Source: an optimization exercise on an open RTL-to-GDS flow (aim: a short achievable clock period and few clock cycles). Production flows keep margins and buffers that such runs may drop.
In this exercise RTL edits were held to simulation tests only and were not proved equivalent to the original.
Power and IR drop assume default switching activity.

==> flow/flow/run.sh <==
#!/bin/bash
# The standard layout, except that the ports get plain buf_4 buffers in
# place of the delay cells buffer_ports picks by default; the platform sizes
# port buffers only within their footprint, so a delay-cell port buffer can
# never be sized up to a fast one. Synthesis is the standard one, unchanged.
set -euo pipefail
bash standard.sh synth > flow_synth.log 2>&1
bash standard.sh 'BUFFER_PORTS_ARGS=-buffer_cell sky130_fd_sc_hd__buf_4' finish > flow_layout.log 2>&1
==> flow/standard.sh <==
#!/bin/bash
# synth_recipe.tcl (not shown) runs the flow's synth.tcl, then flattens the netlist and writes it again
# the make line also repeats each setting of config.mk as NAME=value (left out here)
make -C /OpenROAD-flow-scripts/flow DESIGN_CONFIG=/design/flow/config.mk WORK_HOME=/design/flow/orfs CLKGATE_MAP_FILE= SYNTH_SCRIPT=/design/flow/synth_recipe.tcl "${@:-finish}"
==> flow/config.mk <==
export PLATFORM = sky130hd
export DESIGN_NAME = cache_top
export DESIGN_NICKNAME = cache_top
export VERILOG_FILES = /design/flow/design.v
export SDC_FILE = /design/flow/constraint.sdc
export NUM_CORES = 4
export LEC_CHECK = 0
export ABC_CLOCK_PERIOD_IN_PS = 1500
export CAP_MARGIN = 30
export CORE_MARGIN = 2
export CORE_UTILIZATION = 55
export SETUP_SLACK_MARGIN = 3.0
export SLEW_MARGIN = 30
==> flow/constraint.sdc <==
create_clock -name core_clock -period 7.2 [get_ports {clk}]
set_input_delay 1.4400 -clock core_clock [delete_from_list [all_inputs] [get_ports {clk}]]
set_output_delay 1.4400 -clock core_clock [all_outputs]
set_load 0.01 [all_outputs]
==> flow/design.v <==
`timescale 1ns/100ps
`default_nettype none
package cache_geom_pkg;
    parameter int WORD_W = 32;
    parameter int PROC_ADDR_W = 30;
    parameter int WORDS_PER_LINE = 4;
    parameter int OFFSET_W = 2;
    parameter int LINE_W = WORD_W * WORDS_PER_LINE;
    parameter int MEM_ADDR_W = PROC_ADDR_W - OFFSET_W;
    typedef logic [WORD_W-1:0] word_t;
    typedef logic [LINE_W-1:0] line_t;
    typedef logic [PROC_ADDR_W-1:0] proc_addr_t;
    typedef logic [MEM_ADDR_W-1:0] mem_addr_t;
endpackage
`default_nettype wire
`timescale 1ns/100ps
`default_nettype none
package cache_ctrl_pkg;
    typedef logic way_t;
endpackage
`default_nettype wire
`timescale 1ns/100ps
`default_nettype none
module cache_tag_array #(
    parameter int SETS = 4
) (
    input logic clk,
    input logic proc_reset,
    input cache_geom_pkg::proc_addr_t proc_addr,
    output logic hit0,
    output logic hit1,
    output logic predict0,
    output logic predict1,
    output logic victim_ambiguous,
    output cache_ctrl_pkg::way_t victim_way,
    output logic [SETS-1:0] set_victim_way,
    output logic victim_dirty,
    output logic [cache_geom_pkg::MEM_ADDR_W-$clog2(SETS)-1:0] victim_tag,
    input logic touch,
    input cache_ctrl_pkg::way_t touch_way,
    input logic fill,
    input logic fill_dirty,
    input logic word_write
);
    localparam int IDX_W = $clog2(SETS);
    localparam int TAG_W = cache_geom_pkg::MEM_ADDR_W - IDX_W;
    logic [TAG_W-1:0] tags [SETS][2];
    logic [1:0] valid [SETS];
    logic [1:0] dirty [SETS];
    logic [SETS-1:0] lru;
    logic [IDX_W-1:0] req_index;
    logic [TAG_W-1:0] req_tag;
    logic [SETS-1:0] match0;
    logic [SETS-1:0] match1;
    cache_ctrl_pkg::way_t victim;
    logic [SETS-1:0] set_sel;
    assign req_index = proc_addr[cache_geom_pkg::OFFSET_W +: IDX_W];
    assign req_tag = proc_addr[cache_geom_pkg::PROC_ADDR_W-1 -: TAG_W];
    always_comb begin
        for (int s = 0; s < SETS; s++) begin
            set_sel[s] = (req_index == IDX_W'(s));
            match0[s] = valid[s][0] && (tags[s][0] == req_tag) && set_sel[s];
            match1[s] = valid[s][1] && (tags[s][1] == req_tag) && set_sel[s];
        end
    end
    assign hit0 = |match0;
    assign hit1 = |match1;
    localparam int PRED_W = 4;
    logic [SETS-1:0] set_predict0;
    logic [SETS-1:0] set_predict1;
    logic [SETS-1:0] set_ambiguous;
    always_comb begin
        for (int s = 0; s < SETS; s++) begin
            set_predict0[s] = valid[s][0] && set_sel[s] &&
                              (tags[s][0][PRED_W-1:0] == req_tag[PRED_W-1:0]);
            set_predict1[s] = valid[s][1] && set_sel[s] &&
                              (tags[s][1][PRED_W-1:0] == req_tag[PRED_W-1:0]);
            set_ambiguous[s] = valid[s][0] && valid[s][1] &&
                               (tags[s][0][PRED_W-1:0] == tags[s][1][PRED_W-1:0]);
        end
    end
    assign predict0 = |set_predict0;
    assign predict1 = |set_predict1;
    logic [SETS-1:0] set_victim;
    logic [SETS-1:0] set_victim_dirty;
    logic [TAG_W-1:0] set_victim_tag [SETS];
    always_comb begin
        for (int s = 0; s < SETS; s++) begin
            if (!valid[s][0]) begin
                set_victim[s] = 1'b0;
            end else if (!valid[s][1]) begin
                set_victim[s] = 1'b1;
            end else begin
                set_victim[s] = lru[s];
            end
            set_victim_dirty[s] = valid[s][set_victim[s]] && dirty[s][set_victim[s]];
            set_victim_tag[s] = tags[s][set_victim[s]];
        end
    end
    assign set_victim_way = set_victim;
    always_comb begin
        victim = 1'b0;
        victim_dirty = 1'b0;
        victim_ambiguous = 1'b0;
        victim_tag = '0;
        for (int s = 0; s < SETS; s++) begin
            victim = victim | (set_victim[s] & set_sel[s]);
            victim_dirty = victim_dirty | (set_victim_dirty[s] & set_sel[s]);
            victim_ambiguous = victim_ambiguous | (set_ambiguous[s] & set_sel[s]);
            victim_tag = victim_tag | (set_victim_tag[s] & {TAG_W{set_sel[s]}});
        end
    end
    assign victim_way = victim;
    always_ff @(posedge clk) begin
        if (proc_reset) begin
            for (int s = 0; s < SETS; s++) begin
                valid[s] <= 2'b00;
                dirty[s] <= 2'b00;
            end
            lru <= '0;
        end else begin
            if (touch) begin
                lru[req_index] <= ~touch_way;
                if (word_write) begin
                    dirty[req_index][touch_way] <= 1'b1;
                end
            end
            if (fill) begin
                valid[req_index][victim] <= 1'b1;
                dirty[req_index][victim] <= fill_dirty;
                lru[req_index] <= ~victim;
            end
        end
    end
    always_ff @(posedge clk) begin
        if (fill) begin
            tags[req_index][victim] <= req_tag;
        end
    end
endmodule
`default_nettype wire
`timescale 1ns/100ps
`default_nettype none
module cache_data_array #(
    parameter int SETS = 4
) (
    input logic clk,
    input cache_geom_pkg::proc_addr_t proc_addr,
    input cache_geom_pkg::word_t proc_wdata,
    input cache_geom_pkg::line_t mem_rdata,
    output cache_geom_pkg::word_t proc_rdata,
    output cache_geom_pkg::line_t mem_wdata,
    input logic predict0,
    input logic predict1,
    input logic ambiguous,
    input logic retry,
    input logic filling,
    input cache_ctrl_pkg::way_t victim_way,
    input logic [SETS-1:0] set_victim_way,
    input logic touch,
    input cache_ctrl_pkg::way_t touch_way,
    input logic word_write,
    input logic fill
);
    localparam int IDX_W = $clog2(SETS);
    localparam int WORD_W = cache_geom_pkg::WORD_W;
    cache_geom_pkg::line_t lines [SETS][2];
    logic [IDX_W-1:0] req_index;
    logic [cache_geom_pkg::OFFSET_W-1:0] req_offset;
    cache_geom_pkg::word_t word0;
    cache_geom_pkg::word_t word1;
    cache_geom_pkg::word_t mem_word;
    cache_geom_pkg::line_t fill_line;
    assign req_index = proc_addr[cache_geom_pkg::OFFSET_W +: IDX_W];
    assign req_offset = proc_addr[cache_geom_pkg::OFFSET_W-1:0];
    logic [SETS-1:0] set_sel;
    cache_geom_pkg::word_t line_word [SETS][2];
    cache_geom_pkg::line_t victim_line [SETS];
    always_comb begin
        for (int s = 0; s < SETS; s++) begin
            set_sel[s] = (req_index == IDX_W'(s));
            for (int w = 0; w < 2; w++) begin
                line_word[s][w] = lines[s][w][req_offset * WORD_W +: WORD_W];
            end
            victim_line[s] = lines[s][set_victim_way[s]];
        end
    end
    always_comb begin
        word0 = '0;
        word1 = '0;
        mem_wdata = '0;
        for (int s = 0; s < SETS; s++) begin
            word0 = word0 | (line_word[s][0] & {WORD_W{set_sel[s]}});
            word1 = word1 | (line_word[s][1] & {WORD_W{set_sel[s]}});
            mem_wdata = mem_wdata | (victim_line[s] & {cache_geom_pkg::LINE_W{set_sel[s]}});
        end
    end
    assign mem_word = mem_rdata[req_offset * WORD_W +: WORD_W];
    localparam int HALF = WORD_W / 2;
    logic pick0;
    logic pick1;
    assign pick0 = predict0 && !retry && !filling;
    assign pick1 = ((predict1 && !ambiguous) || retry) && !filling;
    assign proc_rdata[HALF-1:0] = pick0 ? word0[HALF-1:0] :
                                  (filling ? mem_word[HALF-1:0] : word1[HALF-1:0]);
    assign proc_rdata[WORD_W-1:HALF] = pick1 ? word1[WORD_W-1:HALF] :
                                       (filling ? mem_word[WORD_W-1:HALF] : word0[WORD_W-1:HALF]);
    always_comb begin
        fill_line = mem_rdata;
        if (word_write) begin
            fill_line[req_offset * WORD_W +: WORD_W] = proc_wdata;
        end
    end
    always_ff @(posedge clk) begin
        if (fill) begin
            lines[req_index][victim_way] <= fill_line;
        end else if (touch && word_write) begin
            lines[req_index][touch_way][req_offset * WORD_W +: WORD_W] <= proc_wdata;
        end
    end
endmodule
`default_nettype wire
`timescale 1ns/100ps
`default_nettype none
module cache_ctrl #(
    parameter int SETS = 4
) (
    input logic clk,
    input logic proc_reset,
    input logic proc_read,
    input logic proc_write,
    input cache_geom_pkg::proc_addr_t proc_addr,
    output logic proc_stall,
    output logic mem_read,
    output logic mem_write,
    output cache_geom_pkg::mem_addr_t mem_addr,
    input logic mem_ready,
    input logic hit0,
    input logic hit1,
    input logic victim_ambiguous,
    input logic victim_dirty,
    input logic [cache_geom_pkg::MEM_ADDR_W-$clog2(SETS)-1:0] victim_tag,
    output logic touch,
    output cache_ctrl_pkg::way_t touch_way,
    output logic fill,
    output logic filling,
    output logic retry
);
    localparam int IDX_W = $clog2(SETS);
    logic st_wb;
    logic st_rd;
    logic st_retry;
    logic idle;
    logic request;
    logic hit;
    logic hit_done;
    logic miss;
    assign request = proc_read || proc_write;
    assign idle = !st_wb && !st_rd;
    assign hit = hit0 || hit1;
    assign hit_done = hit0 || (hit1 && (!victim_ambiguous || proc_write || st_retry));
    assign miss = idle && request && !hit;
    assign touch = idle && request && hit_done;
    assign touch_way = !hit0;
    assign fill = st_rd && mem_ready;
    assign filling = st_rd;
    assign retry = st_retry;
    assign proc_stall = !(hit_done || (st_rd && mem_ready));
    assign mem_write = (miss && victim_dirty) || (st_wb && !mem_ready);
    assign mem_read = (miss && !victim_dirty) || st_rd;
    assign mem_addr = (!st_rd && victim_dirty) ?
                      {victim_tag, proc_addr[cache_geom_pkg::OFFSET_W +: IDX_W]} :
                      proc_addr[cache_geom_pkg::PROC_ADDR_W-1:cache_geom_pkg::OFFSET_W];
    always_ff @(posedge clk) begin
        if (proc_reset) begin
            st_wb <= 1'b0;
            st_rd <= 1'b0;
            st_retry <= 1'b0;
        end else begin
            st_retry <= idle && request && hit && !hit_done;
            if (miss) begin
                st_wb <= victim_dirty;
                st_rd <= !victim_dirty;
            end else if (st_wb && mem_ready) begin
                st_wb <= 1'b0;
                st_rd <= 1'b1;
            end else if (fill) begin
                st_rd <= 1'b0;
            end
        end
    end
endmodule
`default_nettype wire
`timescale 1ns/100ps
`default_nettype none
module cache_top #(
    parameter int SETS = 4
) (
    input logic clk,
    input logic proc_reset,
    input logic proc_read,
    input logic proc_write,
    input cache_geom_pkg::proc_addr_t proc_addr,
    input cache_geom_pkg::word_t proc_wdata,
    output logic proc_stall,
    output cache_geom_pkg::word_t proc_rdata,
    output logic mem_read,
    output logic mem_write,
    output cache_geom_pkg::mem_addr_t mem_addr,
    output cache_geom_pkg::line_t mem_wdata,
    input cache_geom_pkg::line_t mem_rdata,
    input logic mem_ready
);
    localparam int IDX_W = $clog2(SETS);
    localparam int TAG_W = cache_geom_pkg::MEM_ADDR_W - IDX_W;
    logic hit0;
    logic hit1;
    logic predict0;
    logic predict1;
    logic victim_ambiguous;
    logic retry;
    cache_ctrl_pkg::way_t victim_way;
    logic [SETS-1:0] set_victim_way;
    logic victim_dirty;
    logic [TAG_W-1:0] victim_tag;
    logic touch;
    cache_ctrl_pkg::way_t touch_way;
    logic fill;
    logic filling;
    cache_tag_array #(.SETS(SETS)) u_tag_array (
        .clk          (clk),
        .proc_reset   (proc_reset),
        .proc_addr    (proc_addr),
        .hit0         (hit0),
        .hit1         (hit1),
        .predict0     (predict0),
        .predict1     (predict1),
        .victim_ambiguous (victim_ambiguous),
        .victim_way   (victim_way),
        .set_victim_way (set_victim_way),
        .victim_dirty (victim_dirty),
        .victim_tag   (victim_tag),
        .touch        (touch),
        .touch_way    (touch_way),
        .fill         (fill),
        .fill_dirty   (proc_write),
        .word_write   (proc_write)
    );
    cache_data_array #(.SETS(SETS)) u_data_array (
        .clk        (clk),
        .proc_addr  (proc_addr),
        .proc_wdata (proc_wdata),
        .mem_rdata  (mem_rdata),
        .proc_rdata (proc_rdata),
        .mem_wdata  (mem_wdata),
        .predict0   (predict0),
        .predict1   (predict1),
        .ambiguous  (victim_ambiguous),
        .retry      (retry),
        .filling    (filling),
        .victim_way (victim_way),
        .set_victim_way (set_victim_way),
        .touch      (touch),
        .touch_way  (touch_way),
        .word_write (proc_write),
        .fill       (fill)
    );
    cache_ctrl #(.SETS(SETS)) u_ctrl (
        .clk          (clk),
        .proc_reset   (proc_reset),
        .proc_read    (proc_read),
        .proc_write   (proc_write),
        .proc_addr    (proc_addr),
        .proc_stall   (proc_stall),
        .mem_read     (mem_read),
        .mem_write    (mem_write),
        .mem_addr     (mem_addr),
        .mem_ready    (mem_ready),
        .hit0         (hit0),
        .hit1         (hit1),
        .victim_ambiguous (victim_ambiguous),
        .victim_dirty (victim_dirty),
        .victim_tag   (victim_tag),
        .touch        (touch),
        .touch_way    (touch_way),
        .fill         (fill),
        .filling      (filling),
        .retry        (retry)
    );
endmodule
`default_nettype wire
==> impl_results.md, run 1 <==
* CP endpoint: mem_wdata[55]
* Fin. max-slew vios at 0
* Crit start category: input pin
* Longest individual stage delay on the worst path at approximately 0.50 ns
* Final TNS setup at 0 ns
* GRT overflow at 0
* GR Util All Layers at 0.432
* Storage cell area at 0.0376 mm^2
* Worst r2r path cells at 9
* Initial Util at 0.556
* Post-DP Area at between 0.06 and 0.07 mm^2
* Final nets at 4838
* Row Count at 123
* Syn Area/Cell at 15.2 um^2
* Data arrival, critical path at 3.58 ns
* Area of the multi-input gates at 0.0264 mm^2
* Area contributors post-synth: edfxtp_1 (60%), mux4_2 (10%), mux2_2 (8.2%), a22oi_1 (3.4%), a222oi_1 (2.4%)
* Max Cap Violations at 0
* Post-route DRC violation count at 0
* Buf/Inv on CP at 7
* R2R Path Start: u_tag_array.tags[3][5]$_DFFE_PP_
* Power Density at 225 mW/mm^2
* Fin crit share at 0.697
* Crit Path Category: in2out
* TritonRoute pass-1 iters at 9
* Ys Warns at 6
* Peak supply drop at 0.235 mV
* Drt initial violations at roughly 9000
* Critical path's slowest cell: a222oi_1
* Final RePlAce weighted congestion at 0.964
* Worst Path Required at about 5.8 ns
* CP top delay family: buffers and inverters
* P_leak at 0.0263 uW
* Post-Syn Instances at about 4000
* Post-synthesis net count at around 4300
* Drt wl/cell at 41.4 um
* Crit-path max FO at 11
* Switching power share of the total at 0.254
* Instance count on the critical path at 11
* Final hold violations at 0
* Number of H-tree levels at 4
* Die Height at between 300 and 400 um
* Clock Power Share at 0.398
* Final WL at 259000 um
* Comb pwr share at 0.137
* Via count at 47100
* EDFF count, synth at 1248
* Core Area at 0.113 mm^2
* Most frequent cell after synthesis: edfxtp_1
* Clock Sinks at 1255
* Status: timing/DRC/antenna clean
* CTS tree: done
* Die area at 0.117 mm^2
* Clock Skew at 0.0202 ns
* Internal cell power at 13200 uW
* Synthesized flop and latch total at between 1000 and 1500
* Share of flip-flops with an asynchronous set or reset at 0
* Measured slew at the worst slew-check pin at 0.954 ns
* HPWL after DPL at around 140000 um
* Post-synthesis sequential area ratio at 0.600
* Number of I/O pins at just under 400
* Fraction of layout cells with a size suffix above 1 at 0.438
* CTS max path bufs at 3
* Worst slew margin at 0.364
* Clock root cell: clkbuf_16
* Reg power frac at 0.465
* Final setup viols at 0
* First-pass GRT wire length at between 300000 and 400000 um
* RSZ-0062 raised after global routing: true
* Crit Reg-Reg Endpoint: u_data_array.lines[2][27]$_DFFE_PP_
* Synth top cells by count: edfxtp_1 (1248), mux2_2 (459), mux4_2 (288), nand2_1 (286), a22oi_1 (281)
* Hold Path Class: reg2reg
* FF-to-FF setup slack at roughly 3.3 ns
* Area growth syn-to-layout at 25.7%
* Total CTS buffers at 135
* IO Port Bufs at 385
* Clk pin slew, worst setup/hold paths at 0.06 ns
* DRT antenna net count at 0
* Netlist cell types at 63
* Synth Flop Type: edfxtp_1
* Crit. End Element: output pin
* Critical-path cell list: buf_16 -> clkinvlp_4 -> ha_4 -> a21boi_4 -> buf_6 -> buf_12 -> buf_4 -> buf_16 -> a222oi_1 -> nand2_1 -> buf_6
* Vias per cell at between 7 and 8
* Top-area cell type share of the netlist area at 0.598
* Synth Cell Area at 0.0627 mm^2
* Worst skew pair latency at between 0.7 and 0.8 ns
* Number of hold buffers added after CTS at 0
* Max Fclk at 199 MHz
* Fin crit period at 5.02 ns
* CP startpoint: proc_addr[2]
* Vias in the first global route at ~45000
* Fin area at 0.0788 mm^2
* Fillers at between 7000 and 8000
* Die width at 342 um
* Largest net degree at the start of global routing at 100
* Synth area leader: edfxtp_1
* Sw Pwr at 4490 uW
* Initial antenna violation count at 4
==> layout make-up <==
class | instances | share of cell area
Antenna cell | 5 | 0.000159
Inverter | 13 | 0.000763
Clock inverter | 78 | 0.00952
Sequential cell | 1255 | 0.478
Clock buffer | 168 | 0.0459
Timing Repair Buffer | 720 | 0.107
Tap cell | 1500 | 0.0238
Multi-Input combinational cell | 2509 | 0.335
==> worst min-delay path by stage <==
stage / start / endpoint / slack, ns / cells past startpoint
after floorplan: u_tag_array.lru[0]$_SDFF_PP0_ / u_tag_array.lru[0]$_SDFF_PP0_ / 0.49 / 2
after global placement: u_ctrl.st_wb$_SDFFE_PP0P_ / u_ctrl.st_rd$_SDFFE_PP0P_ / 0.55 / 2
after detailed placement: u_tag_array.lru[0]$_SDFF_PP0_ / u_tag_array.lru[0]$_SDFF_PP0_ / 0.56 / 2
after CTS: u_tag_array.lru[0]$_SDFF_PP0_ / u_tag_array.lru[0]$_SDFF_PP0_ / 0.57 / 2
after global routing: u_tag_array.lru[0]$_SDFF_PP0_ / u_tag_array.lru[0]$_SDFF_PP0_ / 0.58 / 2
final: u_tag_array.lru[0]$_SDFF_PP0_ / u_tag_array.lru[0]$_SDFF_PP0_ / 0.58 / 2
==> cell families after synthesis <==
| group | after synthesis | share of synthesized area |
|---|---|---|
| DFF | 1255 | 0.600 |
| adders and majority gates | 9 | 0.00180 |
| and+or+nand+nor | 644 | 0.0476 |
| buffers and inverters | 361 | 0.0244 |
| xor gates and xnor gates | 224 | 0.0314 |
| AOI/OAI and AO/OA | 869 | 0.107 |
| muxes | 756 | 0.187 |
==> what timing repair did <==
item,in CTS,in global routing
endpoints found under the setup margin,2241,1599
pin swaps,172,110
buffers inserted,120,43
gates resized for setup,365,149
gates cloned,54,12
==> layer usage <==
layer / vias to the layer above / track usage / part of all wire
met5: - / 0 / 0.000039
met4: 2 / 0.228 / 0.063
met3: 866 / 0.136 / 0.15
met2: 4330 / 0.638 / 0.44
met1: 23800 / 0.575 / 0.35
li1: 18100 / - / -
==> flip-flops by register name, summed over array words and instances (netlist names) <==
name and flops:
u_ctrl.st_retry 1, u_tag_array.dirty 8, u_tag_array.lru 4, u_data_array.lines 1024, u_tag_array.valid 8, u_ctrl.st_rd 1, u_tag_array.tags 208, u_ctrl.st_wb 1
==> cells in the final DEF (no fill, tap or decap), types with 76 or more instances in the layout <==
cell type	netlist	layout
edfxtp_1	1248	1248
mux2_2	459	459
buf_4	11	447
mux4_2	288	288
a22oi_1	281	273
nand2_1	286	268
a222oi_1	153	153
clkbuf_16	0	150
a21oi_1	194	149
xor2_1	129	118
buf_6	12	99
nor2_1	122	88
buf_12	0	76
==> metrics by stage <==
step                      std cells  power (uW)  worst slack [ns]  hold WS, ns   util
final                          6248       17700              2.18        0.584  0.698
after global placement         5767       10300              1.36        0.546  0.607
after CTS                      6188       17500              2.34        0.570  0.684
after global routing           6243       18000              2.19        0.580  0.698
after detailed placement       5768       10400              1.29        0.560  0.607
after floorplan                4118        9540              2.49        0.492      -
==> worst min-delay path, stage by stage (launching register included) <==
cell,delay [ns]
dfxtp_1,0.36
nand3b_1,0.11
o21ai_0,0.07
==> power by group through the flow <==
stage	Sequential (uW)	Combinational (uW)	Clock, uW
floorplan	8350	1190	0
global placement	8370	1970	0
detailed placement	8380	1980	0
CTS	8220	2260	7010
global route	8230	2480	7320
finish	8230	2420	7040
Testbench counts, summed over its fixed seeds: cycles 74,833.
==> inputs of run 2 (changes only) <==
--- a/flow/design.v
+++ b/flow/design.v
@@ -30,7 +30,6 @@
     output logic hit0,
     output logic hit1,
     output logic predict0,
-    output logic predict1,
     output logic victim_ambiguous,
     output cache_ctrl_pkg::way_t victim_way,
     output logic [SETS-1:0] set_victim_way,
@@ -67,20 +66,16 @@
     assign hit1 = |match1;
     localparam int PRED_W = 4;
     logic [SETS-1:0] set_predict0;
-    logic [SETS-1:0] set_predict1;
     logic [SETS-1:0] set_ambiguous;
     always_comb begin
         for (int s = 0; s < SETS; s++) begin
             set_predict0[s] = valid[s][0] && set_sel[s] &&
                               (tags[s][0][PRED_W-1:0] == req_tag[PRED_W-1:0]);
-            set_predict1[s] = valid[s][1] && set_sel[s] &&
-                              (tags[s][1][PRED_W-1:0] == req_tag[PRED_W-1:0]);
             set_ambiguous[s] = valid[s][0] && valid[s][1] &&
                                (tags[s][0][PRED_W-1:0] == tags[s][1][PRED_W-1:0]);
         end
     end
     assign predict0 = |set_predict0;
-    assign predict1 = |set_predict1;
     logic [SETS-1:0] set_victim;
     logic [SETS-1:0] set_victim_dirty;
     logic [TAG_W-1:0] set_victim_tag [SETS];
@@ -151,8 +146,6 @@
     output cache_geom_pkg::word_t proc_rdata,
     output cache_geom_pkg::line_t mem_wdata,
     input logic predict0,
-    input logic predict1,
-    input logic ambiguous,
     input logic retry,
     input logic filling,
     input cache_ctrl_pkg::way_t victim_way,
@@ -196,15 +189,9 @@
         end
     end
     assign mem_word = mem_rdata[req_offset * WORD_W +: WORD_W];
-    localparam int HALF = WORD_W / 2;
     logic pick0;
-    logic pick1;
     assign pick0 = predict0 && !retry && !filling;
-    assign pick1 = ((predict1 && !ambiguous) || retry) && !filling;
-    assign proc_rdata[HALF-1:0] = pick0 ? word0[HALF-1:0] :
-                                  (filling ? mem_word[HALF-1:0] : word1[HALF-1:0]);
-    assign proc_rdata[WORD_W-1:HALF] = pick1 ? word1[WORD_W-1:HALF] :
-                                       (filling ? mem_word[WORD_W-1:HALF] : word0[WORD_W-1:HALF]);
+    assign proc_rdata = pick0 ? word0 : (filling ? mem_word : word1);
     always_comb begin
         fill_line = mem_rdata;
         if (word_write) begin
@@ -316,7 +303,6 @@
     logic hit0;
     logic hit1;
     logic predict0;
-    logic predict1;
     logic victim_ambiguous;
     logic retry;
     cache_ctrl_pkg::way_t victim_way;
@@ -334,7 +320,6 @@
         .hit0         (hit0),
         .hit1         (hit1),
         .predict0     (predict0),
-        .predict1     (predict1),
         .victim_ambiguous (victim_ambiguous),
         .victim_way   (victim_way),
         .set_victim_way (set_victim_way),
@@ -354,8 +339,6 @@
         .proc_rdata (proc_rdata),
         .mem_wdata  (mem_wdata),
         .predict0   (predict0),
-        .predict1   (predict1),
-        .ambiguous  (victim_ambiguous),
         .retry      (retry),
         .filling    (filling),
         .victim_way (victim_way),
==> impl_results.md, run 2 <==
* Post-route DRC violation count at 0 (unchanged)
* Compound-Gate Fraction of Synth Area at 0.0871 (-0.0200)
* Worst skew pair latency at 0.77 ns (about the same)
* Clock Skew at 0.0320 ns (+0.0118 ns)
* Die Height at 346 um (+1.4%)
* Post-placement cell count at 6102 (+5.8%)
* Fin crit share at 0.687 (-0.00999)
* Synth Cell Area at 0.0645 mm^2 (+2.9%)
* Number of hold buffers added after CTS at 0 (unchanged)
* Adder-cell area share of the yosys netlist at 0.00194 (+0.000143)
* Area contributors post-synth: edfxtp_1 (58%), mux2_2 (10%), mux4_2 (10%), a22oi_1 (4.5%), xor2_1 (2.6%)
* Largest regs: u_data_array.lines x1024, u_tag_array.tags x208
* CTS tree: done
* Synth Flop Type: edfxtp_1
* Crit-path max FO at 24 (+13)
* Synth area leader: edfxtp_1
* IO Port Bufs at 385 (unchanged)
* Vias per cell at 7.58 (+0.66%)
* DRT antenna net count at 0 (unchanged)
* CTS max path bufs at 3 (unchanged)
* Leading cell type in the layout, fill and taps excluded: edfxtp_1
* Synth top cells by count: edfxtp_1 (1248), mux2_2 (588), nand2_1 (433), a22oi_1 (383), mux4_2 (288)
* Power Density at 218 mW/mm^2 (-2.9%)
* Core Area at 0.116 mm^2 (+3.0%)
* Final WL at 287000 um (+11%)
* Crit. End Element: output pin
* Post-Syn Instances at 4490 (+9.0%)
* EDFF count, synth at 1248 (unchanged)
* Clk pin slew, worst setup/hold paths at 0.06 ns (about the same)
* First-pass GRT wire length at 384000 um (+9.8%)
* Final nets at 5295 (+9.4%)
* HPWL after DPL at 139000 um (-1.6%)
* Fin crit period at 4.95 ns (-0.0719 ns)
* Reg power frac at 0.447 (-0.018)
* Most flops, register: u_data_array.lines
* Die area at 0.120 mm^2 (+2.9%)
* Synth Area in Simple Gates at 0.0680 (+0.0204)
* Internal cell power at 13700 uW (+3.5%)
* RSZ-0062 raised after global routing: true
* Clock root cell: clkbuf_16
* Max Fclk at 202 MHz (+1.5%)
* Top-area cell type share of the netlist area at 0.581 (-0.0168)
* Worst slew margin at 0.275 (-0.0893)
* Via count at 51000 (+8.3%)
* Row Count at 125 (+1.6%)
* Initial Util at 0.555 (-0.000612)
* Peak supply drop at 0.296 mV (+26%)
* Comb pwr share at 0.157 (+0.020)
* Netlist cell types at 64 (+1.6%)
* Number of H-tree levels at 4 (unchanged)
* Status: timing/DRC/antenna clean
* Most frequent cells in the layout: edfxtp_1 (1248), mux2_2 (585), buf_4 (389), nand2_1 (292), mux4_2 (288)
* Clock Power Share at 0.396 (-0.002)
* Clock Sinks at 1255 (unchanged)
* Main combinational cell family by area after synthesis: multiplexers
* Fillers at 7320 (-3.4%)
* Initial antenna violation count at 14 (+10)
* Area growth syn-to-layout at 31.0%
* Fraction of layout cells with a size suffix above 1 at 0.497 (+0.0587)
* Vias in the first global route at 48000 (+6.9%)
* Synthesized flop and latch total at 1255 (unchanged)
* Measured slew at the worst slew-check pin at 1.09 ns (+0.134 ns)
* Max reg flops at 1024 (unchanged)
* Post-synthesis xor/xnor area fraction at 0.0304 (-0.00100)
* Final setup viols at 0 (unchanged)
* Most frequent cell after synthesis: edfxtp_1
* Total CTS buffers at 135 (unchanged)
* Crit Path Category: in2out
* Final Instance Count excl. Fillers at 6724 (+7.6%)
* Fin. max-slew vios at 0 (unchanged)
* DR top layer: met5
* FF-to-FF setup slack at 3.21 ns (-0.13 ns)
* Final RePlAce weighted congestion at 0.928 (-3.7%)
* GR Util All Layers at 0.463 (+0.0314)
* Post-synthesis net count at 4695 (+8.6%)
* Max Cap Violations at 0 (unchanged)
* Die width at 346 um (+1.4%)
* Met3 wire len at 45000 um (+17%)
* Switching power share of the total at 0.258 (+0.00417)
* Post-synthesis mux area share at 0.204 (+0.0168)
* Largest net degree at the start of global routing at 133 (+33%)
* Worst Path Required at 5.76 ns (about the same)
* GRT overflow at 0 (unchanged)
* Number of I/O pins at 386 (unchanged)
* Drt wl/cell at 42.7 um (+3.1%)
* Ys Warns at 6 (unchanged)
* Data arrival, critical path at 3.51 ns (-0.07 ns)
* DR WL met2 at 122000 um (+6.7%)
* Syn Area/Cell at 14.4 um^2 (-5.6%)
* Crit start category: input pin
* Final hold violations at 0 (unchanged)
* Post-synthesis sequential area ratio at 0.583 (-0.0169)
* P_leak at 0.0288 uW (+9.4%)
* Met1 Wirelength at 97000 um (+8.1%)
* Share of flip-flops with an asynchronous set or reset at 0 (unchanged)
* Final TNS setup at 0 ns (unchanged)
* Hold Path Class: reg2reg
* Drt initial violations at 9595 (+6.7%)
* Sw Pwr at 4750 uW (+5.8%)
* TritonRoute pass-1 iters at 7 (-2)
==> run 2: changes by cell type after synthesis, moves of 90 or more <==
cell,change
a22oi_1,+102
nand2_1,+147
a222oi_1,-153
o21ai_0,+90
a21oi_1,-94
nand3_1,+102
mux2_2,+129
==> run 2: cells by family after synthesis <==
logic type / Yosys count
AO/OA/AOI/OAI: 806
XOR/XNOR: 224
adder cells (fa/ha/maj): 10
buffers and inverters: 383
flip-flops: 1255
multiplexers: 882
AND/OR/NAND/NOR: 930
==> run 2: area by class of cell <==
cell class	instances	area, um^2	area share
tap	1524	1910	0.0226
antenna	5	12.5	0.000148
clock inverter	74	833	0.00987
sequential	1255	37600	0.445
multi-input combinational	2886	29600	0.350
clock buffer	168	3700	0.0438
inverter	8	56.3	0.000667
timing repair buffer	804	10700	0.127
==> run 2: routing by layer <==
metal | global-route usage | up-vias
met2 | 0.665 | 5013
met3 | 0.166 | 1166
li1 | - | 19200
met5 | 0 | -
met1 | 0.598 | 25500
met4 | 0.296 | 20
==> run 2: power by group through the flow <==
stage / Combinational, uW / Clock [uW] / Sequential [uW]
4_1_cts: 2650 / 7250 / 8230
3_3_place_gp: 2020 / 0 / 8380
5_1_grt: 2920 / 7540 / 8230
3_5_place_dp: 2030 / 0 / 8380
6_report: 2880 / 7300 / 8230
2_1_floorplan: 1200 / 0 / 8350
==> run 2: per-stage QoR <==
stage / total power, uW / utilization / hold WS (ns) / setup slack (ns) / cell area (um^2)
6_report: 18400 / 0.727 / 0.519 / 2.25 / 84500
5_1_grt: 18700 / 0.727 / 0.532 / 2.25 / 84500
4_1_cts: 18100 / 0.705 / 0.505 / 2.36 / 81900
3_5_place_dp: 10400 / 0.598 / 0.528 / 1.17 / 69500
3_3_place_gp: 10400 / 0.598 / 0.524 / 1.31 / 69500
2_1_floorplan: 9550 / - / 0.473 / 2.60 / 65700
==> run 2: repair_timing <==
item	4_1_cts	5_1_grt
hold endpoints to repair	0	0
buffers inserted	156	86
pin swaps	281	166
gates resized for setup	807	241
cloned	119	14
setup endpoints to repair	2161	1553
==> run 2: worst max-delay path, stage by stage <==
cell      delay, ns
buf_12         0.12
inv_8          0.06
ha_4           0.18
nand2_2        0.07
nor2_2         0.09
nand4_1        0.12
buf_4          0.18
a311oi_4       0.26
buf_6          0.19
buf_16         0.21
nand2_1        0.13
o21ai_2        0.15
buf_4          0.18
==> run 2: path summary, 6_finish.rpt <==
check / to / start / cells past startpoint
max: proc_rdata[30] / proc_addr[2] / 13
min: u_tag_array.lru[3]$_SDFF_PP0_ / u_tag_array.lru[3]$_SDFF_PP0_ / 2
min reg2reg: u_tag_array.lru[3]$_SDFF_PP0_ / u_tag_array.lru[3]$_SDFF_PP0_ / 2
max reg2reg: u_data_array.lines[3][2]$_DFFE_PP_ / u_tag_array.tags[0][14]$_DFFE_PP_ / 9
Testbench counts of run 2, summed over its fixed seeds: cycles 74,833.

## what the ideal ports hide
In the flow no input, the clock included, has a driving cell. The finished layouts below were timed again as built, in two steps. Step 1 assumes that a clkbuf_16 drives the clock port and a buf_2 every other input. Step 2 moves the port delays by t, midway between the first and last clock arrival at a register: inputs arrive t later, outputs are due t later. That takes back most of the time a late clock gives input paths. Three values: no drivers, after step 1, after step 2; two values: the first two.
run	t, ns	slack for setup (ns)	hold slack, ns	worst register clock-pin slew, ns	pins driven straight from the clock port
run 1	0.825	2.183 / 2.088 / 1.997	0.584 / 0.584 / 0.584	0.07 / 0.07	1
run 2	0.838	2.255 / 1.916 / 1.884	0.519 / 0.519 / 0.519	0.07 / 0.07	1
After both steps setup and hold are still met in every run listed. The setup slack of run 2, which loses most, moves by -0.339 ns with the drivers and by -0.371 ns with both steps.
